Source: an optimization exercise on an open RTL-to-GDS flow (aim: small area). Production flows keep margins and buffers that such runs may drop. Where RTL was checked, it was by simulation tests only, not by an equivalence proof against the original. Only the layout flow was run in runs 1 to 3; the RTL was not checked for function there. Power and IR drop assume default switching activity. No driver is modelled on the clock port, so clocking that relies on it looks cheaper here than on a real chip.

--- design/flow/config.mk ---
export PLATFORM = sky130hd
export DESIGN_NAME = speckle_sensor_controller
export DESIGN_NICKNAME = speckle_sensor_controller
export VERILOG_FILES = /design/flow/design.v
export SDC_FILE = /design/flow/constraint.sdc
export NUM_CORES = 4
export LEC_CHECK = 0
export CAP_MARGIN = 0
export CORE_MARGIN = 2
export CORE_UTILIZATION = 70
export SLEW_MARGIN = 0
export SYNTH_MEMORY_MAX_BITS = 8192
--- design/flow/constraint.sdc ---
create_clock -name core_clock -period 10.0 [get_ports {clk}]
set_input_delay 2.0000 -clock core_clock [delete_from_list [all_inputs] [get_ports {clk}]]
set_output_delay 2.0000 -clock core_clock [all_outputs]
set_load 0.01 [all_outputs]
--- design/flow/design.v ---
package speckle_pkg;
    localparam int ROWS    = 24;
    localparam int COLS    = 24;
    localparam int NB_DATA = 12;                    
    localparam int DEPTH   = ROWS * COLS;
    localparam int NB_DIV  = 24;                    
    localparam int NB_CNT  = 10;                    
    typedef logic [NB_DATA-1:0] pixel_t;
    typedef logic [NB_CNT-1:0]  cnt_t;              
    typedef logic [NB_DIV-1:0]  div_t;              
    typedef enum logic {
        MODE_SCAN   = 1'b0,
        MODE_CONFIG = 1'b1
    } mode_e;
    typedef enum logic [2:0] {
        IDLE      = 3'b000,
        DONE      = 3'b001,
        SCAN_TRIG = 3'b010,
        SCAN_WAIT = 3'b011,
        CFG_READ  = 3'b100,
        CFG_SEND  = 3'b101,
        CFG_KEY   = 3'b110,
        FINISH    = 3'b111
    } seq_state_e;
    typedef struct packed {
        logic   done;                               
        pixel_t value;
    } adc_rsp_t;
    typedef struct packed {
        logic sclk;
        logic sdata;
        logic key_wr;
    } chip_pins_t;
    typedef struct packed {
        logic valid;
        logic data;                                 
        logic key;                                  
    } shift_req_t;
    function automatic cnt_t cnt_next(input cnt_t c);
        cnt_next = {c[NB_CNT-2:0], ~(c[9] ^ c[6])};
    endfunction
    function automatic cnt_t cnt_at(input int n);
        cnt_t c;
        c = '0;
        for (int i = 0; i < n; i++) begin
            c = cnt_next(c);
        end
        cnt_at = c;
    endfunction
    localparam cnt_t CNT_LAST = cnt_at(DEPTH - 1);
endpackage
module pixel_counter (
    input  logic clk,
    input  logic i_rst_n,
    input  logic i_step,
    output logic o_last
);
    speckle_pkg::cnt_t cnt;
    assign o_last = (cnt == speckle_pkg::CNT_LAST);
    always_ff @(posedge clk) begin
        if (!i_rst_n) begin
            cnt <= '0;
        end else if (i_step) begin
            cnt <= o_last ? '0 : speckle_pkg::cnt_next(cnt);
        end
    end
endmodule
module pixel_ram (
    input  logic                clk,
    input  logic                i_shift,
    input  logic                i_load,
    input  speckle_pkg::pixel_t i_wdata,
    output speckle_pkg::pixel_t o_head
);
    localparam int NB = speckle_pkg::DEPTH * speckle_pkg::NB_DATA;
    logic [NB-1:0] frame;
    assign o_head = frame[speckle_pkg::NB_DATA-1:0];
    always_ff @(posedge clk) begin
        if (i_shift) begin
            frame <= {(i_load ? i_wdata : o_head), frame[NB-1:speckle_pkg::NB_DATA]};
        end
    end
endmodule
module chip_shifter (
    input  logic                    clk,
    input  logic                    i_rst_n,
    input  speckle_pkg::div_t       i_clk_div,
    input  speckle_pkg::shift_req_t i_req,
    output logic                    o_ready,
    output speckle_pkg::chip_pins_t o_chip
);
    logic              active;                      
    logic              second_half;
    logic              sdata;
    logic              key_wr;
    speckle_pkg::div_t phase_cnt;
    logic              half_done;
    assign o_ready   = !active;
    assign half_done = (phase_cnt == i_clk_div);
    assign o_chip.sclk   = active && second_half && !key_wr;
    assign o_chip.sdata  = sdata;
    assign o_chip.key_wr = key_wr;
    always_ff @(posedge clk) begin
        if (!i_rst_n) begin
            active      <= 1'b0;
            second_half <= 1'b0;
            phase_cnt   <= '0;
            sdata       <= 1'b0;
            key_wr      <= 1'b0;
        end else if (!active) begin
            if (i_req.valid) begin
                active      <= 1'b1;
                second_half <= 1'b0;
                phase_cnt   <= speckle_pkg::div_t'(1);
                if (i_req.key) begin
                    key_wr <= 1'b1;                 
                end else begin
                    sdata <= i_req.data;            
                end
            end
        end else if (half_done) begin
            phase_cnt <= speckle_pkg::div_t'(1);
            if (!second_half) begin
                second_half <= 1'b1;
            end else begin
                active <= 1'b0;
                key_wr <= 1'b0;
            end
        end else begin
            phase_cnt <= phase_cnt + 1'b1;
        end
    end
endmodule
module mode_sequencer (
    input  logic                    clk,
    input  logic                    i_rst_n,
    input  logic                    i_start,
    input  speckle_pkg::mode_e      i_mode,
    input  speckle_pkg::pixel_t     i_threshold,
    input  logic                    i_adc_done,
    input  logic                    i_last,
    input  speckle_pkg::pixel_t     i_ram_rdata,
    input  logic                    i_shift_ready,
    output logic                    o_adc_trigger,
    output logic                    o_step,
    output logic                    o_load,
    output speckle_pkg::shift_req_t o_shift,
    output logic                    o_busy,
    output logic                    o_done
);
    speckle_pkg::seq_state_e state;
    speckle_pkg::seq_state_e state_next;
    logic                    key_sent;              
    assign o_busy        = (state != speckle_pkg::IDLE) && (state != speckle_pkg::DONE);
    assign o_done        = (state == speckle_pkg::DONE);
    assign o_adc_trigger = (state == speckle_pkg::SCAN_TRIG);
    assign o_load        = (state == speckle_pkg::SCAN_WAIT);
    always_comb begin
        state_next = state;
        o_step     = 1'b0;
        o_shift    = '0;
        case (state)
            speckle_pkg::IDLE, speckle_pkg::DONE: begin
                if (i_start) begin
                    if (i_mode == speckle_pkg::MODE_SCAN) begin
                        state_next = speckle_pkg::SCAN_TRIG;
                    end else begin
                        state_next = speckle_pkg::CFG_READ;
                    end
                end else begin
                    state_next = speckle_pkg::IDLE;
                end
            end
            speckle_pkg::SCAN_TRIG: begin
                state_next = speckle_pkg::SCAN_WAIT;
            end
            speckle_pkg::SCAN_WAIT: begin
                if (i_adc_done) begin
                    o_step = 1'b1;
                    if (i_last) begin
                        state_next = speckle_pkg::FINISH;
                    end else begin
                        state_next = speckle_pkg::SCAN_TRIG;
                    end
                end
            end
            speckle_pkg::CFG_READ: begin
                state_next = speckle_pkg::CFG_SEND;
            end
            speckle_pkg::CFG_SEND: begin
                o_shift.valid = 1'b1;
                o_shift.data  = (i_ram_rdata > i_threshold);
                if (i_shift_ready) begin
                    o_step = 1'b1;
                    if (i_last) begin
                        state_next = speckle_pkg::CFG_KEY;
                    end else begin
                        state_next = speckle_pkg::CFG_READ;
                    end
                end
            end
            speckle_pkg::CFG_KEY: begin
                o_shift.valid = !key_sent;
                o_shift.key   = 1'b1;
                if (key_sent && i_shift_ready) begin
                    state_next = speckle_pkg::FINISH;
                end
            end
            default: begin                          
                state_next = speckle_pkg::DONE;
            end
        endcase
    end
    always_ff @(posedge clk) begin
        if (!i_rst_n) begin
            state    <= speckle_pkg::IDLE;
            key_sent <= 1'b0;
        end else begin
            state    <= state_next;
            key_sent <= (state == speckle_pkg::CFG_KEY) && (key_sent || i_shift_ready);
        end
    end
endmodule
module speckle_sensor_controller (
    input  logic                    clk,
    input  logic                    i_rst_n,
    input  logic                    i_start,
    input  speckle_pkg::mode_e      i_mode,
    input  speckle_pkg::pixel_t     i_threshold,
    input  speckle_pkg::div_t       i_clk_div,
    input  speckle_pkg::adc_rsp_t   i_adc,
    output logic                    o_adc_trigger,
    output speckle_pkg::chip_pins_t o_chip,
    output logic                    o_busy,
    output logic                    o_done
);
    logic                    step;
    logic                    load;
    logic                    cnt_last;
    speckle_pkg::pixel_t     ram_rdata;
    speckle_pkg::shift_req_t shift_req;
    logic                    shift_ready;
    mode_sequencer u_mode_sequencer (
        .clk           ( clk           ),
        .i_rst_n       ( i_rst_n       ),
        .i_start       ( i_start       ),
        .i_mode        ( i_mode        ),
        .i_threshold   ( i_threshold   ),
        .i_adc_done    ( i_adc.done    ),
        .i_last        ( cnt_last      ),
        .i_ram_rdata   ( ram_rdata     ),
        .i_shift_ready ( shift_ready   ),
        .o_adc_trigger ( o_adc_trigger ),
        .o_step        ( step          ),
        .o_load        ( load          ),
        .o_shift       ( shift_req     ),
        .o_busy        ( o_busy        ),
        .o_done        ( o_done        )
    );
    pixel_counter u_pixel_counter (
        .clk     ( clk      ),
        .i_rst_n ( i_rst_n  ),
        .i_step  ( step     ),
        .o_last  ( cnt_last )
    );
    pixel_ram u_pixel_ram (
        .clk     ( clk         ),
        .i_shift ( step        ),
        .i_load  ( load        ),
        .i_wdata ( i_adc.value ),
        .o_head  ( ram_rdata   )
    );
    chip_shifter u_chip_shifter (
        .clk       ( clk         ),
        .i_rst_n   ( i_rst_n     ),
        .i_clk_div ( i_clk_div   ),
        .i_req     ( shift_req   ),
        .o_ready   ( shift_ready ),
        .o_chip    ( o_chip      )
    );
endmodule
--- design/flow/flow/run.sh ---
#!/bin/bash
# Standard layout, with the clock tree built from strong buffers driving larger
# sink clusters and without dummy loads, and the smallest buffer on the ports.
set -euo pipefail
export CTS_ARGS="-sink_clustering_enable -repair_clock_nets -sink_clustering_size 30 -sink_clustering_max_diameter 80 -buf_list sky130_fd_sc_hd__clkbuf_16 -dont_use_dummy_load"
export BUFFER_PORTS_ARGS="-buffer_cell sky130_fd_sc_hd__buf_1"
bash standard.sh > standard.log 2>&1
--- design/flow/standard.sh ---
#!/bin/bash
# synth_recipe.tcl (not shown) runs the flow's synth.tcl, then flattens the netlist and writes it again
# the make line also repeats each setting of config.mk as NAME=value (left out here)
make -C /OpenROAD-flow-scripts/flow DESIGN_CONFIG=/design/flow/config.mk WORK_HOME=/design/flow/orfs CLKGATE_MAP_FILE= SYNTH_SCRIPT=/design/flow/synth_recipe.tcl "${@:-finish}"
==> results of run 1 <==
flip-flops by register name, summed over array words and instances, names as in the netlist:
| register | flops |
|---|---|
| u_pixel_ram.frame | 6912 |
| u_chip_shifter.phase_cnt | 24 |
| u_pixel_counter.cnt | 10 |
| u_mode_sequencer.state | 3 |
| u_chip_shifter.active | 1 |
| u_chip_shifter.key_wr | 1 |
| u_chip_shifter.sdata | 1 |
| u_chip_shifter.second_half | 1 |
| u_mode_sequencer.key_sent | 1 |
critical path: cells and delay by family:
family | cells | cell delay [ns]
compound gates | 1 | 0.63
buf+inv | 5 | 2.64
cell usage after synthesis, types with 2 or more instances:
cell and number:
a21o_1 4, a21oi_1 14, a22oi_1 3, a311oi_1 2
a31oi_1 2, and3_1 3, and3_2 2, and4_1 3
buf_2 3, buf_4 3, buf_6 3, clkbuf_1 4
dfxtp_1 42, edfxtp_1 6912, ha_1 13, inv_1 17
mux2i_1 7, nand2_1 62, nand2b_1 3, nand3_1 15
nand4_1 13, nor2_1 45, nor2b_1 2, nor3_1 3
nor4_1 2, o21ai_0 10, o311ai_0 2, or2_2 2
xnor2_1 30, xor2_1 12
logic make-up after synthesis:
logic type / count (synthesis)
DFF: 6954
and+or+nand+nor: 164
AOI/OAI and AO/OA: 46
xor gates and xnor gates: 42
buffers and inverters: 30
adders and majority gates: 13
muxes: 7
path summary, 6_finish.rpt:
path / to / slack [ns]
worst max-delay path: u_pixel_ram.frame[1015]$_DFFE_PP_ / 4.90
worst max register to register: u_pixel_ram.frame[1015]$_DFFE_PP_ / 4.96
worst min-delay path: u_pixel_ram.frame[6734]$_DFFE_PP_ / 0.39
worst min register to register: u_pixel_ram.frame[6734]$_DFFE_PP_ / 0.39
power by group through the flow:
stage | clock (mW) | combinational, mW | sequential [mW]
finish | 12.3 | 0.360 | 31.8
global route | 13.8 | 0.407 | 31.8
floorplan | 0 | 0.256 | 35.9
CTS | 12.9 | 0.370 | 31.8
detailed placement | 0 | 0.377 | 32.5
global placement | 0 | 0.358 | 32.5
per-layer routing:
layer | part of all wire | vias up | global-route usage
met1 | 0.54 | 34270 | 0.2680
li1 | - | 29760 | -
met3 | 0.034 | 339 | 0.01842
met2 | 0.40 | 845 | 0.1832
met4 | 0.029 | 0 | 0.04434
met5 | 0 | - | 0
area by class of cell:
cell class	instances	area, um^2	area share
Tap cell	3958	4952	0.02220
Timing Repair Buffer	135	1159	0.005194
Antenna cell	14	35.03	0.0001571
Sequential cell	6954	208400	0.9343
Clock buffer	270	6756	0.03029
Multi-Input combinational cell	272	1689	0.007573
Inverter	17	67.56	0.0003029
stage by stage:
stage	util	worst slack (ns)	instance area, um^2
finish	0.7453	4.898	223100
global route	0.7453	4.696	223100
CTS	0.7452	4.966	223000
detailed placement	0.7226	3.950	216300
global placement	0.7226	4.081	216300
floorplan	-	-96.90	210200
==> impl_metrics.csv, run 1 <==
group,metric,value,unit
layout,most-common-layout-cells,"6,912 x edfxtp_1, 270 x clkbuf_16, 62 x nand2_1",
timing,final-max-slew-violation-count,0,
timing,slew_headroom,0.2478,
detailed_routing,wl_per_cell,19.72,um
layout,final_common_cell,"edfxtp_1",
yosys,yosysWarnings,4,
yosys,syn-num-nets,7322,
flow_run,max_cap_viol_count,0,
floorplanning,num_rows,201,
layout,syn2layout_area_growth,6.102,%
timing,hold_viol_final,0,
worst_setup_path,crit_fanout,159,
power_and_ir_drop,switchingPower,7.738,mW
timing,tns,0,ns
cts,cts_made_buffers,270,
placement,place_congestion,0.7867,
yosys,muxShareOfSynthArea,0.0003333,
power_and_ir_drop,cellInternalPower,36.71,mW
timing,worst_pin_slew,1.126,ns
cts,path_clk_slew,0.10,ns
timing,whs,0.3931,ns
yosys,synth_top_family_by_area,"simple AND/OR/NAND/NOR gates",
detailed_routing,vias,65220,
global_route,antenna_found_initial,9,
global_route,grt_use_total,0.1450,
global_route,grt_pass1_wl,347.7,mm
detailed_routing,via_per_inst,5.612,
power_and_ir_drop,swShare,0.1741,
timing,max_freq,196.0,MHz
min_path,min-delay-start,"u_pixel_ram.frame[6746]$_DFFE_PP_",
cts,clock_latency,0.91,ns
power_and_ir_drop,ir_drop,0.1622,mV
detailed_routing,first_pass_iters,7,
yosys,yosysUniqueCellTypes,48,
layout,final_nets,7716,
cts,clockBufferDepth,4,
worst_setup_path,slowest_stage,"clkinvlp_4",
yosys,ys_ff_latch,6954,
yosys,synth_xor_area_frac,0.001750,
power_and_ir_drop,p_leak,45.93,nW
floorplanning,die_h,552.0,um
floorplanning,fp.coreArea,299300,um^2
floorplanning,die-area,304700,um^2
worst_setup_path,slowest_delay,1.15,ns
yosys,synth_ff_type,"edfxtp_1",
min_path,hold_path_depth,0,
cts,cts_resized,0,
yosys,async_reset_ff_frac,0,
layout,drive_gt1_frac,0.04720,
yosys,yosys-top-cells-area,"edfxtp_1 99%, dfxtp_1 0.40%, xnor2_1 0.12%",
worst_setup_path,crit_type,"input pin to flip-flop",
outcome,outcome,"no timing/DRC/antenna violations",
global_route,grt_max_degree,213,
worst_setup_path,crit_start,"i_adc[12]",
yosys,synthAdderAreaFrac,0.0007737,
cts,cts-htree-levels,5,
worst_setup_path,start_kind,"input pin",
placement,dp_hpwl,101.7,mm
global_route,grt_overflow,0,
yosys,synth_compound_area_frac,0.001405,
cts,cts.sinks,6954,
layout,stdcell_count,11620,
power_and_ir_drop,clkPwrFrac,0.277,
min_path,min_path_type,"flip-flop to flip-flop",
timing,rsz0062_at_grt,"no",
power_and_ir_drop,fin_total_pwr,44.45,mW
cts,post_cts_buffers,0,
timing,finalSetupViolations,0,
cts,holdBufCountCts,0,
yosys,synth.top_cell.area_share,0.9873,
worst_setup_path,cp.arrival,5.63,ns
placement,dp_cells,11340,
timing,fin_skew,0.05805,ns
detailed_routing,drt_wl_total,229.1,mm
timing,period_needed,5.102,ns
yosys,synth_area,210200,um^2
floorplanning,die_w,552.0,um
floorplanning,initial_core_util,0.7025,
cts,cts_tree,"done",
yosys,yosys.area.top_type,"edfxtp_1",
yosys,syn-mean-instance-area,28.97,um^2
floorplanning,pin_count,59,
layout,fill_cells,15640,
global_route,grt_pass1_vias,60360,
detailed_routing,drc_errors,0,
cts,root_buffer,"clkbuf_16",
timing,post-route-period-util,0.5102,
yosys,synthSimpleGateAreaFrac,0.003732,
detailed_routing,drt_iter0_drc,6817,
detailed_routing,drtAntennaViolNets,0,
worst_setup_path,cp.required,10.53,ns
placement,io_buffers,58,
yosys,syn-instance-count,7256,
worst_setup_path,crit_top_cell,"buf_12",
worst_setup_path,end_kind,"flip-flop",
power_and_ir_drop,combinationalPowerShare,0.008,
power_and_ir_drop,powerDensity,199.3,nW/um^2
yosys,seq_area_frac_synth,0.9913,
yosys,synth_edf_count,6912,
worst_setup_path,r2r_cells,7,
power_and_ir_drop,pwr-share-seq,0.715,
worst_setup_path,timing.rr.start,"u_chip_shifter.active$_SDFF_PN0_",
worst_setup_path,path_cells,"buf_1 > a21oi_2 > clkinvlp_4 > buf_12 > buf_12 > buf_12",
==> run 2: changes to the inputs <==
==> design/flow/flow/run.sh (replaced) <==
#!/bin/bash
# Standard layout, with the clock tree built from strong buffers driving larger
# sink clusters and without dummy loads, and the smallest buffer on the ports.
set -euo pipefail
export CTS_ARGS="-sink_clustering_enable -repair_clock_nets -sink_clustering_size 34 -sink_clustering_max_diameter 80 -buf_list sky130_fd_sc_hd__clkbuf_16 -dont_use_dummy_load"
export BUFFER_PORTS_ARGS="-buffer_cell sky130_fd_sc_hd__buf_1"
bash standard.sh > standard.log 2>&1
==> run 2 against run 1 <==
  * Still clean
  * Core utilization down 0.34 points
  * Non-clock buffer count unchanged
  * Sequential share of layout area rose by 0.43 points
  * Global-route usage decreased by 0.088 points
  * Sequential power barely moved
  * Via count fell by 0.41%
  * Sequential cell count stayed put
==> impl_metrics.csv, run 2 <==
group,metric,value,unit
outcome,outcome,"no timing/DRC/antenna violations",
yosys,yosysWarnings,4,
yosys,yosysUniqueCellTypes,48,
yosys,async_reset_ff_frac,0,
placement,dp_hpwl,101.7,mm
cts,holdBufCountCts,0,
timing,finalSetupViolations,0,
global_route,grt_pass1_vias,60020,
detailed_routing,met2_length,90.86,mm
detailed_routing,drt_wl_total,228.2,mm
flow_run,max_cap_viol_count,0,
yosys,seq_area_frac_synth,0.9913,
cts,cts.sinks,6954,
detailed_routing,vias,64950,
worst_setup_path,start_kind,"input pin",
yosys,syn-mean-instance-area,28.97,um^2
yosys,syn-num-nets,7322,
yosys,yosys.area.top_type,"edfxtp_1",
floorplanning,pin_count,59,
power_and_ir_drop,p_leak,45.43,nW
detailed_routing,drt-met1-wl,124.2,mm
timing,slew_headroom,0.2414,
yosys,synth_ff_type,"edfxtp_1",
detailed_routing,via_per_inst,5.608,
global_route,grt_pass1_wl,345.9,mm
placement,place_congestion,0.7867,
layout,top_register,"u_pixel_ram.frame",
yosys,synth_area,210200,um^2
detailed_routing,dr_wl_met3,7.096,mm
cts,post_cts_buffers,0,
timing,whs,0.3954,ns
global_route,grt_max_degree,213,
floorplanning,die_h,552.0,um
timing,rsz0062_at_grt,"no",
cts,clockBufferDepth,4,
placement,placed_cell_area,216300,um^2
layout,postLayoutCoreUtil,0.7419,
yosys,synth.top_cell.area_share,0.9873,
global_route,grt_use_total,0.1441,
detailed_routing,drtAntennaViolNets,0,
layout,final_common_cell,"edfxtp_1",
worst_setup_path,r2r_cells,7,
cts,cts_tree,"done",
layout,most-common-layout-cells,"6,912 x edfxtp_1, 229 x clkbuf_16, 62 x nand2_1",
power_and_ir_drop,fin_total_pwr,43.52,mW
timing,hold_viol_final,0,
worst_setup_path,crit_type,"input pin to flip-flop",
layout,fin_area,222000,um^2
global_route,antenna_found_initial,11,
detailed_routing,first_pass_iters,7,
yosys,synth_common_cells,"6,912 x edfxtp_1, 62 x nand2_1, 45 x nor2_1",
cts,clock_latency,0.93,ns
timing,worst_pin_slew,1.136,ns
min_path,hold_path_depth,0,
placement,io_buffers,58,
layout,seq_area,208400,um^2
worst_setup_path,cp.required,10.56,ns
yosys,synth_edf_count,6912,
yosys,synth.most_common_cell,"edfxtp_1",
layout,final_nets,7675,
timing,max_freq,196.1,MHz
layout,fill_cells,15740,
floorplanning,die_w,552.0,um
floorplanning,num_rows,201,
power_and_ir_drop,ir_drop,0.1693,mV
detailed_routing,drt_iter0_drc,7107,
detailed_routing,drc_errors,0,
worst_setup_path,crit_fanout,159,
timing,period_needed,5.101,ns
timing,tns,0,ns
global_route,grt_overflow,0,
layout,multiInputGateArea,1689,um^2
detailed_routing,wl_per_cell,19.71,um
floorplanning,initial_core_util,0.7025,
floorplanning,die-area,304700,um^2
timing,post-route-period-util,0.5101,
power_and_ir_drop,powerDensity,196.0,nW/um^2
floorplanning,fp.coreArea,299300,um^2
timing,final-max-slew-violation-count,0,
detailed_routing,topRoutingLayerUsed,"met4",
cts,path_clk_slew,0.11,ns
worst_setup_path,cp.arrival,5.66,ns
timing,fin_skew,0.05771,ns
cts,cts_resized,0,
yosys,yosys-top-cells-area,"edfxtp_1 99%, dfxtp_1 0.40%, xnor2_1 0.12%",
yosys,syn-instance-count,7256,
layout,drive_gt1_frac,0.04207,
min_path,min_path_type,"flip-flop to flip-flop",
cts,cts_made_buffers,229,
yosys,ys_ff_latch,6954,
cts,cts-htree-levels,4,
worst_setup_path,end_kind,"flip-flop",
layout,syn2layout_area_growth,5.617,%
layout,largest_reg_flops,6912,
layout,reg.largest.list,"u_pixel_ram.frame x6912, u_chip_shifter.phase_cnt x24, u_pixel_counter.cnt x10",
cts,root_buffer,"clkbuf_16",
run 2: cell counts after synthesis:
No cell type changed its count.
run 2: path summary, 6_finish.rpt:
kind | from | slack, ns | to
worst max-delay path | i_adc[12] | 4.90 | u_pixel_ram.frame[990]$_DFFE_PP_
worst min-delay path | u_pixel_ram.frame[5649]$_DFFE_PP_ | 0.40 | u_pixel_ram.frame[5637]$_DFFE_PP_
worst max register to register | u_chip_shifter.active$_SDFF_PN0_ | 4.92 | u_pixel_ram.frame[990]$_DFFE_PP_
worst min register to register | u_pixel_ram.frame[5649]$_DFFE_PP_ | 0.40 | u_pixel_ram.frame[5637]$_DFFE_PP_
run 2: routing by layer:
layer / vias to the layer above / track usage
met2: 768 / 0.1826
met3: 304 / 0.01766
met5: - / 0
met4: 0 / 0.04233
met1: 34210 / 0.2672
li1: 29670 / -
run 2: cells by family (layout without fill, tap and decap cells):
family                   count (synthesis)  in the layout  share of synthesized area
flip-flops                            6954           6954                     0.9913
AND/OR/NAND/NOR                        164            164                   0.003732
AO/OA/AOI/OAI                           46             46                   0.001405
XOR/XNOR                                42             42                   0.001750
buffers and inverters                   30            381                  0.0007141
adder cells (fa/ha/maj)                 13             13                  0.0007737
multiplexers                             7              7                  0.0003333
other                                    0             16                          0
run 2: metrics by stage:
step                cells  worst slack (ns)
floorplan            7256            -96.90
global placement    11340             4.081
detailed placement  11340             3.950
CTS                 11570             4.997
global route        11580             4.699
finish              11580             4.899
run 2: layout make-up:
type,instances,area share
flip-flops and latches,6954,0.9386
clock buffers,229,0.02581
well taps,3958,0.02230
multi-input cells,272,0.007607
repair buffers,135,0.005218
inverters,17,0.0003043
diodes,16,0.0001803
run 2: critical path, stage by stage:
cell and delay, ns:
buf_1 0.11, a21oi_2 0.64, clkinvlp_4 1.16, buf_12 0.65
buf_12 0.34, buf_12 0.39
run 2: where the power goes:
group,total [mW],switching (mW),internal [mW]
combinational,0.360,0.322,0.0380
sequential,31.8,0.0170,31.8
clock,11.4,7.22,4.14
==> run 3: changes to the inputs <==
==> design/flow/flow/run.sh (replaced) <==
#!/bin/bash
# Standard layout, with the clock tree built from strong buffers driving larger
# sink clusters and without dummy loads, and the smallest buffer on the ports.
set -euo pipefail
export CTS_ARGS="-sink_clustering_enable -repair_clock_nets -sink_clustering_size 18 -sink_clustering_max_diameter 60 -buf_list sky130_fd_sc_hd__clkbuf_16 -sink_clustering_buffer sky130_fd_sc_hd__clkbuf_8 -dont_use_dummy_load"
export BUFFER_PORTS_ARGS="-buffer_cell sky130_fd_sc_hd__buf_1"
bash standard.sh > standard.log 2>&1
==> run 3 against run 2 <==
  * Area after synthesis unchanged
  * Clock skew is 0.028 ns higher
  * Critical endpoint is now u_pixel_ram.frame[5984]$_DFFE_PP_
  * Global-route usage rose by 0.38 points
  * Core utilization is 0.23 points higher
  * Sequential share of layout area decreased by 0.29 points
  * Fmax is 0.32% lower
  * Non-clock buffer count did not move
  * Via count increased by 1.6%
  * Wire length rose by 1.9%
  * Total power grew 0.98%
==> impl_metrics.csv, run 3 <==
group,metric,value,unit
power_and_ir_drop,cellInternalPower,36.11,mW
layout,fill_cells,15500,
layout,top_register,"u_pixel_ram.frame",
worst_setup_path,crit_type,"input pin to flip-flop",
timing,worst_pin_slew,1.120,ns
yosys,ys_ff_latch,6954,
min_path,min_path_type,"flip-flop to flip-flop",
detailed_routing,drtAntennaViolNets,0,
timing,rsz0062_at_grt,"no",
yosys,syn-mean-instance-area,28.97,um^2
cts,cts.sinks,6954,
min_path,hold_path_depth,0,
detailed_routing,wl_per_cell,19.73,um
yosys,synth_edf_count,6912,
cts,root_buffer,"clkbuf_16",
detailed_routing,via_per_inst,5.597,
layout,reg.largest.list,"u_pixel_ram.frame x6912, u_chip_shifter.phase_cnt x24, u_pixel_counter.cnt x10",
global_route,grt_overflow,0,
layout,final_nets,7883,
layout,fin_area,222700,um^2
cts,cts-htree-levels,5,
power_and_ir_drop,switchingPower,7.838,mW
outcome,outcome,"no timing/DRC/antenna violations",
power_and_ir_drop,combinationalPowerShare,0.008,
min_path,min-delay-start,"u_pixel_ram.frame[5554]$_DFFE_PP_",
floorplanning,fp.coreArea,299300,um^2
yosys,yosysUniqueCellTypes,48,
timing,max_freq,195.4,MHz
detailed_routing,first_pass_iters,5,
flow_run,max_cap_viol_count,0,
yosys,synth.top_cell.area_share,0.9873,
timing,post-route-period-util,0.5117,
global_route,grt_use_total,0.1479,
floorplanning,pin_count,59,
placement,place_ws,3.950,ns
power_and_ir_drop,pwr-share-seq,0.724,
timing,setup_ws,4.883,ns
worst_setup_path,end_kind,"flip-flop",
detailed_routing,drt_iter0_drc,6956,
yosys,synth.most_common_cell,"edfxtp_1",
power_and_ir_drop,powerDensity,197.3,nW/um^2
power_and_ir_drop,ir_drop,0.1347,mV
yosys,yosys-top-cells-area,"edfxtp_1 99%, dfxtp_1 0.40%, xnor2_1 0.12%",
power_and_ir_drop,clkPwrFrac,0.268,
timing,tns,0,ns
worst_setup_path,start_kind,"input pin",
placement,place_congestion,0.7867,
placement,io_buffers,58,
floorplanning,initial_core_util,0.7025,
timing,slew_headroom,0.2516,
worst_setup_path,ff2ff_setup_slack,5.02,ns
power_and_ir_drop,p_leak,45.94,nW
detailed_routing,vias,65980,
floorplanning,die_h,552.0,um
cts,cts_tree,"done",
yosys,yosysWarnings,4,
worst_setup_path,r2r-end,"u_pixel_ram.frame[5984]$_DFFE_PP_",
layout,drive_gt1_frac,0.06756,
detailed_routing,drt_wl_total,232.6,mm
timing,whs,0.3577,ns
timing,hold_viol_final,0,
floorplanning,num_rows,201,
layout,most-common-layout-cells,"6,912 x edfxtp_1, 400 x clkbuf_8, 62 x nand2_1",
global_route,grt_pass1_vias,62100,
yosys,seq_area_frac_synth,0.9913,
power_and_ir_drop,swShare,0.1784,
timing,finalSetupViolations,0,
yosys,syn-num-nets,7322,
cts,clock_latency,0.90,ns
yosys,synth_ff_type,"edfxtp_1",
yosys,async_reset_ff_frac,0,
cts,post_cts_buffers,0,
yosys,yosys.area.top_type,"edfxtp_1",
worst_setup_path,crit_fanout,159,
global_route,antenna_found_initial,9,
worst_setup_path,timing.rr.start,"u_chip_shifter.active$_SDFF_PN0_",
worst_setup_path,cp.arrival,5.63,ns
global_route,grt_pass1_wl,353.9,mm
layout,final_common_cell,"edfxtp_1",
timing,period_needed,5.117,ns
timing,final-max-slew-violation-count,0,
global_route,grt_max_degree,213,
yosys,syn-instance-count,7256,
detailed_routing,drc_errors,0,
yosys,synth_common_cells,"6,912 x edfxtp_1, 62 x nand2_1, 45 x nor2_1",
yosys,synth_area,210200,um^2
layout,syn2layout_area_growth,5.949,%
power_and_ir_drop,fin_total_pwr,43.95,mW
worst_setup_path,r2r_cells,7,
placement,dp_hpwl,101.7,mm
min_path,min_to,"u_pixel_ram.frame[5542]$_DFFE_PP_",
worst_setup_path,cp.required,10.51,ns
floorplanning,die-area,304700,um^2
cts,cts_resized,0,
floorplanning,die_w,552.0,um
cts,clockBufferDepth,4,
timing,fin_skew,0.08569,ns
cts,cts_made_buffers,437,
cts,holdBufCountCts,0,
cts,path_clk_slew,0.10,ns
layout,largest_reg_flops,6912,
placement,placed_cell_area,216300,um^2
[run 3: cell types whose count changed in the layout (fill, tap and decap cells not counted), sizes merged]
cell,delta
clkbuf,+208
diode,-1
[run 3: worst max-delay path by stage]
stage	start	to	slack [ns]	depth (start not counted)
floorplan	i_adc[12]	u_pixel_ram.frame[0]$_DFFE_PP_	-96.90	3
global placement	i_adc[12]	u_pixel_ram.frame[4648]$_DFFE_PP_	4.08	6
detailed placement	i_adc[12]	u_pixel_ram.frame[2914]$_DFFE_PP_	3.95	6
CTS	i_adc[12]	u_pixel_ram.frame[2914]$_DFFE_PP_	4.97	6
global route	u_chip_shifter.active$_SDFF_PN0_	u_pixel_ram.frame[2914]$_DFFE_PP_	4.74	7
finish	i_adc[12]	u_pixel_ram.frame[5984]$_DFFE_PP_	4.88	6
[run 3: metrics by stage]
step / util / instances
finish: 0.7443 / 11790
global route: 0.7442 / 11790
CTS: 0.7441 / 11770
detailed placement: 0.7226 / 11340
global placement: 0.7226 / 11340
floorplan: - / 7256
[run 3: power groups by stage]
stage                     Clock (mW)  Combinational (mW)  Sequential [mW]
after CTS                       12.5               0.370             31.8
after detailed placement           0               0.377             32.5
after global routing            13.4               0.407             31.8
final                           11.8               0.360             31.8
after floorplan                    0               0.256             35.9
after global placement             0               0.358             32.5
[run 3: area by class of cell]
cell class | instances | area (um^2) | area share
sequential | 6954 | 208400 | 0.9356
inverter | 17 | 67.56 | 0.0003033
tap | 3958 | 4952 | 0.02223
clock buffer | 437 | 6431 | 0.02887
antenna | 15 | 37.54 | 0.0001685
multi-input combinational | 272 | 1689 | 0.007584
timing repair buffer | 135 | 1159 | 0.005202
[run 3: cells by family (layout without fill, tap and decap cells)]
group / Yosys count / count (layout) / share of synthesized area
DFF: 6954 / 6954 / 0.9913
and+or+nand+nor: 164 / 164 / 0.003732
AOI/OAI and AO/OA: 46 / 46 / 0.001405
xor gates and xnor gates: 42 / 42 / 0.001750
buffers and inverters: 30 / 589 / 0.0007141
adders and majority gates: 13 / 13 / 0.0007737
muxes: 7 / 7 / 0.0003333
other: 0 / 15 / 0
[run 3: worst max-delay path: stages]
cell        delay, ns
buf_1            0.11
a21oi_2          0.63
clkinvlp_4       1.14
buf_12           0.63
buf_12           0.36
buf_12           0.38
[run 3: per-layer routing]
| metal | vias to the layer above | share of wire | GRT usage | wire length (um) |
|---|---|---|---|---|
| met2 | 1066 | 0.40 | 0.1836 | 91940 |
| met1 | 34440 | 0.54 | 0.2723 | 125400 |
| met5 | - | 0 | 0 | 0 |
| li1 | 30050 | - | - | - |
| met4 | 0 | 0.028 | 0.05032 | 6524 |
| met3 | 424 | 0.038 | 0.02147 | 8786 |
==> run 4: changes to the inputs <==
--- a/design/flow/design.v
+++ b/design/flow/design.v
@@ -102,15 +102,23 @@
     assign o_chip.key_wr = key_wr;
     always_ff @(posedge clk) begin
+        if (!active || half_done) begin
+            phase_cnt <= speckle_pkg::div_t'(1);
+        end else begin
+            phase_cnt <= phase_cnt + 1'b1;
+        end
+        if (!active) begin
+            second_half <= 1'b0;
+        end else if (half_done) begin
+            second_half <= 1'b1;
+        end
+    end
+    always_ff @(posedge clk) begin
         if (!i_rst_n) begin
-            active      <= 1'b0;
-            second_half <= 1'b0;
-            phase_cnt   <= '0;
-            sdata       <= 1'b0;
-            key_wr      <= 1'b0;
+            active <= 1'b0;
+            sdata  <= 1'b0;
+            key_wr <= 1'b0;
         end else if (!active) begin
             if (i_req.valid) begin
-                active      <= 1'b1;
-                second_half <= 1'b0;
-                phase_cnt   <= speckle_pkg::div_t'(1);
+                active <= 1'b1;
                 if (i_req.key) begin
                     key_wr <= 1'b1;                 
@@ -119,14 +127,7 @@
                 end
             end
-        end else if (half_done) begin
-            phase_cnt <= speckle_pkg::div_t'(1);
-            if (!second_half) begin
-                second_half <= 1'b1;
-            end else begin
-                active <= 1'b0;
-                key_wr <= 1'b0;
-            end
-        end else begin
-            phase_cnt <= phase_cnt + 1'b1;
+        end else if (half_done && second_half) begin
+            active <= 1'b0;
+            key_wr <= 1'b0;
         end
     end
==> design/flow/flow/run.sh (replaced) <==
#!/bin/bash
# Standard layout, with the clock tree built from strong buffers driving larger
# sink clusters and without dummy loads, and the smallest buffer on the ports.
set -euo pipefail
export CTS_ARGS="-sink_clustering_enable -repair_clock_nets -sink_clustering_size 21 -sink_clustering_max_diameter 60 -buf_list sky130_fd_sc_hd__clkbuf_8 -sink_clustering_buffer sky130_fd_sc_hd__clkbuf_8 -dont_use_dummy_load"
export BUFFER_PORTS_ARGS="-buffer_cell sky130_fd_sc_hd__buf_1"
bash standard.sh > standard.log 2>&1
==> run 4 against run 3 <==
  * Hold slack improved by 0.021 ns
  * Sequential power about the same
  * Wire length rose by 0.61%
  * First-iteration DRC count is 9.4% higher
  * Clock-buffer cell count down 48
  * Critical path type is now flip-flop to flip-flop
==> impl_metrics.csv, run 4 <==
group,metric,value,unit
yosys,synth_area,210200,um^2
yosys,synth_common_cells,"6,912 x edfxtp_1, 43 x xor2_1, 42 x dfxtp_1",
global_route,grt_use_total,0.1490,
layout,syn2layout_area_growth,5.396,%
timing,period_needed,4.233,ns
min_path,min_path_type,"flip-flop to flip-flop",
power_and_ir_drop,p_leak,45.08,nW
floorplanning,pin_count,59,
placement,dp_hpwl,102.7,mm
cts,clock_latency,1.07,ns
global_route,grt_overflow,0,
layout,largest_reg_flops,6912,
worst_setup_path,path_cells,"and4bb_2 > a21oi_4 > clkinv_16 > buf_12 > buf_12 > buf_4",
floorplanning,fp.coreArea,299300,um^2
layout,final_common_cell,"edfxtp_1",
yosys,synth.most_common_cell,"edfxtp_1",
cts,path_clk_slew,0.11,ns
power_and_ir_drop,ir_drop,0.1644,mV
flow_run,max_cap_viol_count,0,
placement,place_ws,4.781,ns
detailed_routing,drt_wl_total,234.0,mm
worst_setup_path,critPathTopFamily,"buffers and inverters",
layout,drive_gt1_frac,0.06395,
yosys,synth_edf_count,6912,
timing,hold_viol_final,0,
yosys,syn-instance-count,7220,
global_route,grt_max_degree,236,
cts,holdBufCountCts,0,
yosys,ys_ff_latch,6954,
layout,final_nets,7793,
worst_setup_path,cp.arrival,4.91,ns
yosys,syn-num-nets,7286,
detailed_routing,via_per_inst,5.616,
worst_setup_path,timing.rr.start,"u_mode_sequencer.state[2]$_SDFFE_PN0P_",
placement,dp_cells,11290,
timing,max_freq,236.3,MHz
timing,slew_headroom,0.1967,
yosys,syn-mean-instance-area,29.11,um^2
layout,fill_cells,15750,
worst_setup_path,critical_path_buf_inv_count,4,
cts,cts-htree-levels,5,
worst_setup_path,crit_type,"flip-flop to flip-flop",
floorplanning,num_rows,201,
detailed_routing,wl_per_cell,20.03,um
cts,cts_made_buffers,389,
timing,setup_ws,5.767,ns
worst_setup_path,crit_start,"u_mode_sequencer.state[2]$_SDFFE_PN0P_",
yosys,yosys-top-cells-area,"edfxtp_1 99%, dfxtp_1 0.40%, xor2_1 0.18%",
detailed_routing,drt_iter0_drc,7607,
floorplanning,die_h,552.0,um
yosys,yosys.area.top_type,"edfxtp_1",
floorplanning,die_w,552.0,um
placement,io_buffers,58,
global_route,antenna_found_initial,12,
detailed_routing,drc_errors,0,
placement,place_congestion,0.7307,
cts,cts_resized,0,
detailed_routing,drtAntennaViolNets,0,
cts,cts.sinks,6954,
timing,fin_skew,0.05323,ns
timing,post-route-period-util,0.4233,
floorplanning,die-area,304700,um^2
outcome,outcome,"no timing/DRC/antenna violations",
yosys,seq_area_frac_synth,0.9914,
worst_setup_path,start_kind,"flip-flop",
power_and_ir_drop,fin_total_pwr,43.30,mW
power_and_ir_drop,powerDensity,195.5,nW/um^2
yosys,yosysWarnings,4,
floorplanning,initial_core_util,0.7024,
timing,rsz0062_at_grt,"no",
layout,most-common-layout-cells,"6,912 x edfxtp_1, 389 x clkbuf_8, 58 x buf_1",
worst_setup_path,crit_fanout,190,
layout,reg.largest.list,"u_pixel_ram.frame x6912, u_chip_shifter.phase_cnt x24, u_pixel_counter.cnt x10",
layout,top_register,"u_pixel_ram.frame",
detailed_routing,vias,65620,
global_route,grt_pass1_vias,61750,
cts,post_cts_buffers,0,
timing,final-max-slew-violation-count,0,
cts,clockBufferDepth,4,
worst_setup_path,cp.required,10.68,ns
cts,root_buffer,"clkbuf_8",
yosys,synth_ff_type,"edfxtp_1",
worst_setup_path,end_kind,"flip-flop",
yosys,synth.top_cell.area_share,0.9874,
layout,stdcell_count,11690,
min_path,min-delay-start,"u_pixel_ram.frame[5317]$_DFFE_PP_",
cts,cts_tree,"done",
worst_setup_path,crit_top_cell,"buf_12",
worst_setup_path,slowest_stage,"buf_12",
timing,worst_pin_slew,1.205,ns
global_route,grt_pass1_wl,353.5,mm
yosys,yosysUniqueCellTypes,51,
timing,finalSetupViolations,0,
yosys,async_reset_ff_frac,0,
worst_setup_path,slowest_delay,0.69,ns
timing,tns,0,ns
detailed_routing,first_pass_iters,6,
-- run 4: path summary, 6_finish.rpt --
check	endpoint	slack, ns	depth (start not counted)
setup reg to reg	u_pixel_ram.frame[6089]$_DFFE_PP_	5.77	6
hold reg to reg	u_pixel_ram.frame[5305]$_DFFE_PP_	0.38	0
setup / recovery	u_pixel_ram.frame[6089]$_DFFE_PP_	5.77	6
hold / removal	u_pixel_ram.frame[5305]$_DFFE_PP_	0.38	0
-- run 4: cell families after synthesis --
logic type                 Yosys count  share of synthesized area
AOI/OAI and AO/OA                   41                   0.001321
DFF                               6954                     0.9914
muxes                               11                  0.0005893
and+or+nand+nor                    122                   0.003202
xor gates and xnor gates            47                   0.001958
buffers and inverters               32                  0.0007321
adders and majority gates           13                  0.0007738
-- run 4: cell type report --
cell class                 instances  area, um^2  area share
timing repair buffer             130        1084    0.004891
antenna                            2       5.005  0.00002259
clock buffer                     389        5354     0.02417
multi-input combinational        234        1657    0.007477
inverter                          18       93.84   0.0004236
sequential                      6954      208400      0.9407
tap                             3958        4952     0.02235
-- run 4: routing by layer --
| layer | up-vias | wire length, um | share of wire | global-route usage |
|---|---|---|---|---|
| li1 | 29800 | - | - | - |
| met4 | 2 | 6133 | 0.026 | 0.04413 |
| met1 | 34380 | 127000 | 0.54 | 0.2770 |
| met2 | 1029 | 92150 | 0.39 | 0.1864 |
| met3 | 411 | 8790 | 0.038 | 0.02046 |
| met5 | - | 17 | 0.000073 | 0 |
-- run 4: through the flow --
stage,cell area [um^2],hold slack [ns],utilization
final,221500,0.3788,0.7403
after detailed placement,216200,0.4045,0.7224
after global routing,221500,0.3862,0.7403
after global placement,216200,0.4006,0.7224
after floorplan,210200,0.4003,-
after CTS,221500,0.3770,0.7403
-- run 4: where the power goes --
| group | total, mW | internal (mW) | switching (mW) |
|---|---|---|---|
| Combinational | 0.492 | 0.0450 | 0.447 |
| Clock | 10.9 | 3.52 | 7.38 |
| Sequential | 31.9 | 31.9 | 0.0214 |
| Total | 43.3 | 35.5 | 7.85 |
-- run 4: worst reg2reg max path: stages, from the launching register on --
cell and delay (ns):
dfxtp_1 0.63, and4bb_2 0.57, a21oi_4 0.18, clkinv_16 0.28, buf_12 0.78, buf_12 0.73
buf_4 0.70
==> run 5: changes to the inputs <==
==> design/flow/flow/run.sh (replaced) <==
#!/bin/bash
# Standard layout, with the clock tree built from strong buffers driving larger
# sink clusters and without dummy loads, and the smallest buffer on the ports.
set -euo pipefail
export CTS_ARGS="-sink_clustering_enable -repair_clock_nets -sink_clustering_size 19 -sink_clustering_max_diameter 60 -buf_list sky130_fd_sc_hd__clkbuf_8 -sink_clustering_buffer sky130_fd_sc_hd__clkbuf_8 -dont_use_dummy_load"
export BUFFER_PORTS_ARGS="-buffer_cell sky130_fd_sc_hd__buf_1"
bash standard.sh > standard.log 2>&1
==> run 5 against run 4 <==
  * Area after synthesis is the same
  * Largest power group unchanged
  * Die area is the same
  * Setup slack gained 0.045 ns
  * Sequential share of layout area shrank 0.18 points
  * Cell area grew 0.19%
  * Largest cell class unchanged
  * Register-to-register slack gained 0.05 ns
  * Hold slack gained 0.0023 ns
  * Synthesized cell count is the same
  * Core utilization grew 0.14 points
==> impl_metrics.csv, run 5 <==
group,metric,value,unit
cts,cts_made_buffers,419,
timing,post-route-period-util,0.4187,
yosys,yosys-top-cells-area,"edfxtp_1 99%, dfxtp_1 0.40%, xor2_1 0.18%",
yosys,synth.top_cell.area_share,0.9874,
global_route,top_usage_layer,"met1",
placement,io_buffers,58,
layout,top_register,"u_pixel_ram.frame",
worst_setup_path,r2r-end,"u_pixel_ram.frame[648]$_DFFE_PP_",
placement,place_congestion,0.7307,
detailed_routing,vias,65800,
outcome,outcome,"no timing/DRC/antenna violations",
worst_setup_path,end_kind,"flip-flop",
yosys,syn-instance-count,7220,
cts,cts_tree,"done",
detailed_routing,via_per_inst,5.616,
cts,cts_resized,0,
min_path,min-delay-start,"u_pixel_ram.frame[1442]$_DFFE_PP_",
timing,setup_ws,5.813,ns
yosys,seq_area_frac_synth,0.9914,
global_route,antenna_found_initial,12,
layout,final_common_cell,"edfxtp_1",
detailed_routing,drc_errors,0,
cts,post_cts_buffers,0,
worst_setup_path,cp.arrival,4.87,ns
layout,drive_gt1_frac,0.06757,
global_route,grt_pass1_vias,62070,
yosys,synth_ff_type,"edfxtp_1",
yosys,syn-num-nets,7286,
power_and_ir_drop,fin_total_pwr,43.62,mW
yosys,synth.most_common_cell,"edfxtp_1",
placement,dp_hpwl,102.7,mm
yosys,yosys.area.top_type,"edfxtp_1",
global_route,grt_max_degree,236,
worst_setup_path,start_kind,"flip-flop",
floorplanning,die_h,552.0,um
worst_setup_path,r2r_cells,6,
floorplanning,num_rows,201,
yosys,synth_common_cells,"6,912 x edfxtp_1, 43 x xor2_1, 42 x dfxtp_1",
worst_setup_path,timing.rr.start,"u_mode_sequencer.state[2]$_SDFFE_PN0P_",
cts,clock_latency,1.08,ns
timing,slew_headroom,0.1941,
detailed_routing,drt_wl_total,235.3,mm
yosys,syn-mean-instance-area,29.11,um^2
cts,cts.sinks,6954,
layout,most-common-layout-cells,"6,912 x edfxtp_1, 419 x clkbuf_8, 58 x buf_1",
placement,place_ws,4.781,ns
timing,max_freq,238.8,MHz
yosys,ys_ff_latch,6954,
cts,clockBufferDepth,4,
global_route,use_met1,0.2790,
floorplanning,die-area,304700,um^2
power_and_ir_drop,powerDensity,196.5,nW/um^2
floorplanning,fp.coreArea,299300,um^2
detailed_routing,drtAntennaViolNets,0,
global_route,grt_util_met3,0.02129,
floorplanning,pin_count,59,
flow_run,max_cap_viol_count,0,
floorplanning,initial_core_util,0.7024,
power_and_ir_drop,p_leak,45.30,nW
worst_setup_path,ff2ff_setup_slack,5.81,ns
timing,rsz0062_at_grt,"no",
worst_setup_path,crit_fanout,190,
cts,path_clk_slew,0.10,ns
global_route,grt_pass1_wl,355.4,mm
yosys,synth_edf_count,6912,
worst_setup_path,crit_type,"flip-flop to flip-flop",
global_route,grt_use_total,0.1499,
yosys,yosysWarnings,4,
floorplanning,die_w,552.0,um
timing,whs,0.3811,ns
global_route,grt_overflow,0,
cts,cts-htree-levels,5,
timing,finalSetupViolations,0,
timing,final-max-slew-violation-count,0,
timing,fin_skew,0.05429,ns
min_path,min_to,"u_pixel_ram.frame[1430]$_DFFE_PP_",
global_route,grt_use_met2,0.1864,
layout,final_nets,7823,
yosys,synth_area,210200,um^2
min_path,hold_path_depth,0,
timing,worst_pin_slew,1.209,ns
worst_setup_path,cp.required,10.69,ns
cts,holdBufCountCts,0,
min_path,min_path_type,"flip-flop to flip-flop",
timing,hold_viol_final,0,
layout,largest_reg_flops,6912,
cts,root_buffer,"clkbuf_8",
timing,tns,0,ns
detailed_routing,first_pass_iters,6,
power_and_ir_drop,ir_drop,0.1739,mV
timing,period_needed,4.187,ns
layout,syn2layout_area_growth,5.593,%
detailed_routing,wl_per_cell,20.08,um
yosys,async_reset_ff_frac,0,
yosys,yosysUniqueCellTypes,51,
layout,reg.largest.list,"u_pixel_ram.frame x6912, u_chip_shifter.phase_cnt x24, u_pixel_counter.cnt x10",
detailed_routing,drt_iter0_drc,7310,
## run 5: cell types whose count changed in the layout (fill, tap and decap cells not counted)
cell / before / now
diode_2: 2 / 3
clkbuf_8: 389 / 419
## run 5: logic make-up (layout without fill, tap and decap cells)
group / Yosys count / in the layout / synth area share
DFF: 6954 / 6954 / 0.9914
other: 0 / 3 / 0
and+or+nand+nor: 122 / 122 / 0.003202
AOI/OAI and AO/OA: 41 / 41 / 0.001321
adders and majority gates: 13 / 13 / 0.0007738
xor gates and xnor gates: 47 / 47 / 0.001958
muxes: 11 / 11 / 0.0005893
buffers and inverters: 32 / 567 / 0.0007321
## run 5: worst max-delay path by stage
stage / to / start / slack, ns
after floorplan: u_pixel_ram.frame[0]$_DFFE_PP_ / i_adc[12] / -6.66
after global placement: u_pixel_ram.frame[612]$_DFFE_PP_ / i_adc[12] / 4.90
after detailed placement: u_pixel_ram.frame[823]$_DFFE_PP_ / i_adc[12] / 4.78
after CTS: o_done / u_mode_sequencer.state[0]$_SDFFE_PN0P_ / 5.63
after global routing: u_pixel_ram.frame[660]$_DFFE_PP_ / u_mode_sequencer.state[2]$_SDFFE_PN0P_ / 5.55
final: u_pixel_ram.frame[648]$_DFFE_PP_ / u_mode_sequencer.state[2]$_SDFFE_PN0P_ / 5.81
## run 5: final cells by class
class | count | area [um^2]
diodes | 3 | 7.507
well taps | 3958 | 4952
fillers | 15710 | 77310
repair buffers | 130 | 1084
multi-input cells | 234 | 1657
inverters | 18 | 93.84
clock buffers | 419 | 5767
flip-flops and latches | 6954 | 208400
## run 5: per-layer routing
| metal | share of wire | vias up |
|---|---|---|
| met3 | 0.037 | 419 |
| met2 | 0.40 | 1006 |
| met1 | 0.54 | 34520 |
| li1 | - | 29860 |
| met4 | 0.025 | 2 |
| met5 | 0.000072 | - |
## run 5: through the flow
stage / area [um^2] / instances / utilization
after CTS: 222000 / 11710 / 0.7416
final: 222000 / 11720 / 0.7417
after global routing: 222000 / 11710 / 0.7416
after floorplan: 210200 / 7220 / -
after detailed placement: 216200 / 11290 / 0.7224
after global placement: 216200 / 11290 / 0.7224
## run 5: critical path: stages (launching register included)
cell and delay, ns:
dfxtp_1 0.62, and4bb_2 0.60, a21oi_4 0.19, clkinv_16 0.34, buf_12 0.45, buf_12 0.66
buf_4 0.64
## run 5: where the power goes
group	leakage [nW]	switching, mW	internal [mW]
combinational	1.19	0.447	0.0449
clock	3.01	7.45	3.77
sequential	41.1	0.0215	31.9
==> run 6: changes to the inputs <==
==> design/flow/flow/run.sh (replaced) <==
#!/bin/bash
# Standard layout, with the clock tree built from strong buffers driving larger
# sink clusters and without dummy loads, and the smallest buffer on the ports.
set -euo pipefail
export CTS_ARGS="-sink_clustering_enable -repair_clock_nets -sink_clustering_size 11 -sink_clustering_max_diameter 40 -buf_list sky130_fd_sc_hd__clkbuf_16 -sink_clustering_buffer sky130_fd_sc_hd__clkbuf_4 -dont_use_dummy_load"
export BUFFER_PORTS_ARGS="-buffer_cell sky130_fd_sc_hd__buf_1"
bash standard.sh > standard.log 2>&1
==> run 6 against run 5 <==
  * Sequential cell count stayed put
  * Wire length is 2.0% higher
  * Critical endpoint is now u_pixel_ram.frame[823]$_DFFE_PP_
  * Global-route usage is 0.44 points higher
  * Setup slack worse by 0.065 ns
  * Highest routed layer is now met4
  * Non-clock buffer count stayed put
  * Cell area is 0.43% higher
  * Clock-buffer cell count is 316 higher
  * Fmax is 1.5% lower
  * Sequential share of layout area is 0.40 points lower
  * Total power is 2.1% higher
  * Clock power is 8% higher
==> impl_metrics.csv, run 6 <==
group,metric,value,unit
floorplanning,pin_count,59,
worst_setup_path,critPathTopFamily,"buffers and inverters",
yosys,syn-mean-instance-area,29.11,um^2
global_route,antenna_found_initial,11,
cts,cts_made_buffers,735,
worst_setup_path,cp.arrival,4.84,ns
flow_run,max_cap_viol_count,0,
yosys,synth_ff_type,"edfxtp_1",
yosys,synth.top_cell.area_share,0.9874,
layout,reg.largest.list,"u_pixel_ram.frame x6912, u_chip_shifter.phase_cnt x24, u_pixel_counter.cnt x10",
detailed_routing,vias,67730,
yosys,yosysWarnings,4,
cts,clockBufferDepth,4,
layout,postLayoutCoreUtil,0.7449,
floorplanning,die-area,304700,um^2
cts,holdBufCountCts,0,
cts,cts_tree,"done",
global_route,grt_overflow,0,
outcome,outcome,"no timing/DRC/antenna violations",
worst_setup_path,path_cells,"and4bb_2 > a21oi_4 > clkinv_16 > buf_12 > buf_12 > buf_4",
worst_setup_path,crit_type,"flip-flop to flip-flop",
floorplanning,fp.coreArea,299300,um^2
yosys,synth.most_common_cell,"edfxtp_1",
power_and_ir_drop,combinationalPowerShare,0.011,
detailed_routing,wl_per_cell,19.95,um
yosys,syn-num-nets,7286,
min_path,min_path_type,"flip-flop to flip-flop",
layout,final_nets,8139,
floorplanning,die_w,552.0,um
worst_setup_path,crit_fanout,190,
floorplanning,die_h,552.0,um
detailed_routing,drc_errors,0,
cts,cts.sinks,6954,
floorplanning,initial_core_util,0.7024,
detailed_routing,drt_wl_total,240.1,mm
cts,root_buffer,"clkbuf_16",
yosys,async_reset_ff_frac,0,
global_route,grt_pass1_wl,366.1,mm
power_and_ir_drop,p_leak,46.20,nW
min_path,min-delay-start,"u_pixel_ram.frame[5484]$_DFFE_PP_",
placement,io_buffers,58,
cts,cts-htree-levels,6,
yosys,seq_area_frac_synth,0.9914,
power_and_ir_drop,swShare,0.1860,
power_and_ir_drop,cellInternalPower,36.27,mW
power_and_ir_drop,switchingPower,8.286,mW
cts,path_clk_slew,0.11,ns
layout,largest_reg_flops,6912,
worst_setup_path,slowest_stage,"buf_12",
worst_setup_path,timing.rr.start,"u_mode_sequencer.state[2]$_SDFFE_PN0P_",
yosys,yosys-top-cells-area,"edfxtp_1 99%, dfxtp_1 0.40%, xor2_1 0.18%",
layout,top_register,"u_pixel_ram.frame",
yosys,yosys.area.top_type,"edfxtp_1",
timing,fin_skew,0.06279,ns
worst_setup_path,critical_path_buf_inv_count,4,
timing,whs,0.3597,ns
power_and_ir_drop,clkPwrFrac,0.273,
power_and_ir_drop,ir_drop,0.1460,mV
power_and_ir_drop,powerDensity,199.9,nW/um^2
timing,finalSetupViolations,0,
yosys,synth_edf_count,6912,
cts,post_cts_buffers,0,
timing,post-route-period-util,0.4252,
timing,final-max-slew-violation-count,0,
detailed_routing,first_pass_iters,5,
floorplanning,num_rows,201,
layout,drive_gt1_frac,0.1041,
worst_setup_path,slowest_delay,0.68,ns
worst_setup_path,crit_start,"u_mode_sequencer.state[2]$_SDFFE_PN0P_",
power_and_ir_drop,pwr-share-seq,0.716,
timing,tns,0,ns
yosys,ys_ff_latch,6954,
global_route,grt_pass1_vias,64990,
timing,worst_pin_slew,1.231,ns
global_route,grt_max_degree,236,
placement,dp_hpwl,102.7,mm
layout,most-common-layout-cells,"6,912 x edfxtp_1, 666 x clkbuf_4, 69 x clkbuf_16",
timing,period_needed,4.252,ns
detailed_routing,via_per_inst,5.629,
worst_setup_path,end_kind,"flip-flop",
layout,fill_cells,15970,
yosys,yosysUniqueCellTypes,51,
detailed_routing,drtAntennaViolNets,0,
placement,place_congestion,0.7307,
cts,cts_resized,0,
worst_setup_path,start_kind,"flip-flop",
worst_setup_path,crit_top_cell,"buf_12",
yosys,syn-instance-count,7220,
cts,clock_latency,0.98,ns
timing,slew_headroom,0.1796,
timing,max_freq,235.2,MHz
timing,rsz0062_at_grt,"no",
power_and_ir_drop,fin_total_pwr,44.55,mW
layout,syn2layout_area_growth,6.050,%
worst_setup_path,cp.required,10.59,ns
yosys,synth_common_cells,"6,912 x edfxtp_1, 43 x xor2_1, 42 x dfxtp_1",
timing,hold_viol_final,0,
global_route,grt_use_total,0.1542,
layout,final_common_cell,"edfxtp_1",
yosys,synth_area,210200,um^2
detailed_routing,drt_iter0_drc,7298,
[run 6: cell types whose count changed in the layout (fill, tap and decap cells not counted), sizes merged]
cell and delta:
clkbuf +316
[run 6: worst paths after layout]
kind                                             to  slack, ns  cells past startpoint
setup / recovery   u_pixel_ram.frame[823]$_DFFE_PP_       5.75                      6
setup reg to reg   u_pixel_ram.frame[823]$_DFFE_PP_       5.75                      6
hold / removal    u_pixel_ram.frame[5472]$_DFFE_PP_       0.36                      0
hold reg to reg   u_pixel_ram.frame[5472]$_DFFE_PP_       0.36                      0
[run 6: per-layer routing]
layer  vias to the layer above  wire length (um)  global-route usage  share of wire
li1                      30810                 -                   -              -
met1                     35020            128700              0.2835           0.54
met2                      1383             94160              0.1865           0.39
met3                       517             11230             0.02868          0.047
met4                         0              6026             0.05429          0.025
met5                         -                 0                   0              0
[run 6: area by class of cell]
cell class | instances | area (um^2) | share of cell area
diodes | 3 | 7.507 | 0.00003368
clock buffers | 735 | 6726 | 0.03017
inverters | 18 | 93.84 | 0.0004210
multi-input cells | 234 | 1657 | 0.007431
flip-flops and latches | 6954 | 208400 | 0.9349
well taps | 3958 | 4952 | 0.02222
repair buffers | 130 | 1084 | 0.004861
[run 6: cell families after synthesis]
group	count (synthesis)	share of synthesized area
AOI/OAI and AO/OA	41	0.001321
xor gates and xnor gates	47	0.001958
adders and majority gates	13	0.0007738
buffers and inverters	32	0.0007321
DFF	6954	0.9914
muxes	11	0.0005893
and+or+nand+nor	122	0.003202
[run 6: stage by stage]
stage	std cells	worst slack [ns]	cell area, um^2
after floorplan	7220	-6.661	210200
after global placement	11290	4.904	216200
after detailed placement	11290	4.781	216200
after CTS	12030	5.784	222900
after global routing	12030	5.510	222900
final	12030	5.748	222900
[run 6: worst register-to-register path: stages (launching register included)]
cell,delay (ns)
dfxtp_1,0.63
and4bb_2,0.59
a21oi_4,0.19
clkinv_16,0.32
buf_12,0.72
buf_12,0.72
buf_4,0.71
[run 6: power groups by stage]
stage,Combinational [mW],Sequential [mW],Clock [mW]
3_5_place_dp,0.516,32.6,0
2_1_floorplan,0.350,33.2,0
5_1_grt,0.557,31.9,13.9
4_1_cts,0.506,31.9,12.9
3_3_place_gp,0.490,32.6,0
6_report,0.493,31.9,12.1
==> run 7: changes to the inputs <==
==> design/flow/flow/run.sh (replaced) <==
#!/bin/bash
# Standard layout, with the clock tree built from strong buffers driving larger
# sink clusters and without dummy loads, and the smallest buffer on the ports.
set -euo pipefail
export CTS_ARGS="-sink_clustering_enable -repair_clock_nets -sink_clustering_size 34 -sink_clustering_max_diameter 80 -buf_list sky130_fd_sc_hd__clkbuf_16 -dont_use_dummy_load"
export BUFFER_PORTS_ARGS="-buffer_cell sky130_fd_sc_hd__buf_1"
bash standard.sh > standard.log 2>&1
--- a/design/flow/config.mk
+++ b/design/flow/config.mk
@@ -9,4 +9,5 @@
 export CORE_MARGIN = 2
 export CORE_UTILIZATION = 70
+export GPL_TIMING_DRIVEN = 0
 export SLEW_MARGIN = 0
 export SYNTH_MEMORY_MAX_BITS = 8192
==> run 7 against run 6 <==
  * Cell area is 0.39% lower
  * Clock skew shrank 0.0090 ns
  * Cell count shrank 4.4%
  * Setup slack got worse by 1.8 ns
  * Synthesized cell count stayed put
  * Sequential power is essentially flat
  * Critical path depth is 2 higher
  * Clock power down 7%
  * Largest power group unchanged
  * First-iteration DRC count up 1.2%
  * Critical path type is now input pin to flip-flop
  * Largest cell class unchanged
  * Still clean
  * Area after synthesis stayed put
  * Die area is the same
==> impl_metrics.csv, run 7 <==
group,metric,value,unit
outcome,outcome,"no timing/DRC/antenna violations",
power_and_ir_drop,ir_drop,0.1927,mV
layout,postLayoutCoreUtil,0.7420,
yosys,synth_xor_area_frac,0.001958,
floorplanning,num_rows,201,
cts,path_clk_slew,0.11,ns
detailed_routing,first_pass_iters,5,
worst_setup_path,start_kind,"input pin",
layout,final_nets,7608,
worst_setup_path,crit_type,"input pin to flip-flop",
layout,syn2layout_area_growth,5.641,%
yosys,synthAdderAreaFrac,0.0007738,
yosys,synth_common_cells,"6,912 x edfxtp_1, 43 x xor2_1, 42 x dfxtp_1",
yosys,synth_top_family_by_area,"simple AND/OR/NAND/NOR gates",
layout,fill_cells,15750,
timing,slew_headroom,0.009761,
global_route,grt_pass1_vias,58410,
layout,top_register,"u_pixel_ram.frame",
cts,clockBufferDepth,4,
worst_setup_path,path_cells,"buf_1 > a21oi_4 > clkinv_16 > buf_16 > buf_16 > buf_16 > buf_16 > buf_16",
layout,fin_area,222100,um^2
timing,max_freq,165.1,MHz
power_and_ir_drop,p_leak,45.08,nW
yosys,ys_ff_latch,6954,
timing,rsz0062_at_grt,"no",
cts,post_cts_buffers,0,
yosys,synth.most_common_cell,"edfxtp_1",
yosys,syn-num-nets,7286,
yosys,synth_area,210200,um^2
cts,cts_resized,0,
worst_setup_path,cp.required,10.53,ns
layout,largest_reg_flops,6912,
placement,io_buffers,58,
yosys,syn-mean-instance-area,29.11,um^2
detailed_routing,drt_iter0_drc,7386,
yosys,async_reset_ff_frac,0,
timing,period_needed,6.056,ns
timing,worst_pin_slew,1.485,ns
worst_setup_path,end_kind,"flip-flop",
yosys,yosysUniqueCellTypes,51,
yosys,synth.top_cell.area_share,0.9874,
cts,cts-htree-levels,4,
detailed_routing,wl_per_cell,19.10,um
placement,dp_hpwl,96.03,mm
global_route,antenna_found_initial,15,
placement,place_ws,2.724,ns
detailed_routing,drc_errors,0,
detailed_routing,drt_wl_total,219.7,mm
timing,setup_ws,3.944,ns
yosys,yosys.area.top_type,"edfxtp_1",
layout,reg.largest.list,"u_pixel_ram.frame x6912, u_chip_shifter.phase_cnt x24, u_pixel_counter.cnt x10",
worst_setup_path,cp.arrival,6.59,ns
detailed_routing,via_per_inst,5.605,
yosys,syn-instance-count,7220,
yosys,synth_edf_count,6912,
yosys,yosysWarnings,4,
detailed_routing,drtAntennaViolNets,0,
cts,root_buffer,"clkbuf_16",
timing,finalSetupViolations,0,
global_route,grt_max_degree,323,
floorplanning,initial_core_util,0.7024,
cts,holdBufCountCts,0,
yosys,yosys-top-cells-area,"edfxtp_1 99%, dfxtp_1 0.40%, xor2_1 0.18%",
power_and_ir_drop,powerDensity,197.1,nW/um^2
timing,final-max-slew-violation-count,0,
min_path,min_path_type,"flip-flop to flip-flop",
cts,clock_latency,0.93,ns
global_route,grt_use_total,0.1387,
floorplanning,die_w,552.0,um
detailed_routing,vias,64480,
flow_run,max_cap_viol_count,0,
cts,cts_tree,"done",
floorplanning,die_h,552.0,um
yosys,synth_compound_area_frac,0.001321,
yosys,synth_ff_type,"edfxtp_1",
timing,whs,0.3897,ns
worst_setup_path,crit_fanout,270,
worst_setup_path,crit_top_cell,"buf_16",
cts,cts_made_buffers,229,
layout,final_common_cell,"edfxtp_1",
layout,most-common-layout-cells,"6,912 x edfxtp_1, 229 x clkbuf_16, 58 x buf_1",
timing,fin_skew,0.05378,ns
worst_setup_path,slowest_delay,0.85,ns
yosys,seq_area_frac_synth,0.9914,
global_route,grt_overflow,0,
yosys,synthSimpleGateAreaFrac,0.003202,
yosys,muxShareOfSynthArea,0.0005893,
timing,tns,0,ns
timing,hold_viol_final,0,
timing,post-route-period-util,0.6056,
layout,drive_gt1_frac,0.04058,
floorplanning,pin_count,59,
worst_setup_path,slowest_stage,"buf_16",
cts,cts.sinks,6954,
global_route,grt_pass1_wl,333.4,mm
placement,place_congestion,0.7342,
floorplanning,fp.coreArea,299300,um^2
floorplanning,die-area,304700,um^2
placement,placed_cell_area,216200,um^2
-- run 7: cell counts after synthesis --
Identical to the previous run, type by type.
-- run 7: per-stage QoR --
step	cells	power, mW
5_1_grt	11500	45.29
6_report	11500	43.77
2_1_floorplan	7220	33.60
3_3_place_gp	11240	33.93
3_5_place_dp	11270	33.10
4_1_cts	11500	44.39
-- run 7: layout make-up --
| class | count | area [um^2] | share of cell area |
|---|---|---|---|
| inverters | 18 | 93.84 | 0.0004226 |
| diodes | 6 | 15.01 | 0.00006761 |
| plain buffers | 14 | 86.33 | 0.0003888 |
| well taps | 3958 | 4952 | 0.02230 |
| clock buffers | 229 | 5731 | 0.02581 |
| flip-flops and latches | 6954 | 208400 | 0.9385 |
| repair buffers | 91 | 1126 | 0.005071 |
| multi-input cells | 234 | 1657 | 0.007460 |
-- run 7: logic make-up after synthesis --
family,count (synthesis)
adders and majority gates,13
buffers and inverters,32
DFF,6954
xor gates and xnor gates,47
muxes,11
and+or+nand+nor,122
AOI/OAI and AO/OA,41
-- run 7: power breakdown --
group | switching [mW] | total (mW) | internal (mW) | leakage [nW]
Combinational | 0.447 | 0.498 | 0.0512 | 1.17
Sequential | 0.0179 | 31.9 | 31.9 | 41.1
Clock | 7.21 | 11.3 | 4.14 | 2.82
Total | 7.67 | 43.8 | 36.1 | 45.1
-- run 7: final timing paths --
path / end / slack (ns) / depth (start not counted) / start
setup reg to reg: u_pixel_ram.frame[3780]$_DFFE_PP_ / 4.10 / 10 / u_mode_sequencer.state[0]$_SDFFE_PN0P_
hold / removal: u_pixel_ram.frame[289]$_DFFE_PP_ / 0.39 / 0 / u_pixel_ram.frame[301]$_DFFE_PP_
hold reg to reg: u_pixel_ram.frame[289]$_DFFE_PP_ / 0.39 / 0 / u_pixel_ram.frame[301]$_DFFE_PP_
setup / recovery: u_pixel_ram.frame[3780]$_DFFE_PP_ / 3.94 / 8 / i_adc[12]
-- run 7: layer usage --
layer	vias to the layer above	GRT usage	routed length, um
met3	291	0.02258	8920
li1	29490	-	-
met2	812	0.1674	84520
met1	33890	0.2657	121900
met4	0	0.03202	4393
met5	-	0	0
-- run 7: critical path: cells and delay by family --
kind | cells | cell delay [ns]
AO/OA/AOI/OAI | 1 | 0.13
buffers and inverters | 7 | 3.62

==> port drivers added, routing unchanged <==
How much do the figures lean on ideal ports? The routed layouts below were timed once more, with nothing changed but the port constraints. Step 1 assumes that a clkbuf_16 drives the clock port and a buf_2 every other input. Step 2 moves the port delays by t, midway between the first and last clock arrival at a register: inputs arrive t later, outputs are due t later. That takes back most of the time a late clock gives input paths. Three values: no drivers, after step 1, after step 2; two values: the first two.
| run | t, ns | setup WS [ns] | pins driven straight from the clock port |
|---|---|---|---|
| run 1 | 0.974 | 4.898 / 4.943 / 3.969 | 1 |
| run 2 | 0.999 | 4.899 / 4.921 / 3.946 | 1 |
| run 3 | 0.957 | 4.883 / 4.933 / 3.976 | 1 |
| run 4 | 1.129 | 5.767 / 5.721 / 4.793 | 1 |
| run 5 | 1.128 | 5.813 / 5.731 / 4.863 | 1 |
| run 6 | 1.039 | 5.748 / 5.748 / 4.811 | 1 |
| run 7 | 0.984 | 3.944 / 4.012 / 3.028 | 1 |
After both steps every run listed still meets setup and hold. For run 4, which loses most, drivers alone change the setup slack by -0.046 ns; drivers and shift together by -0.974 ns.
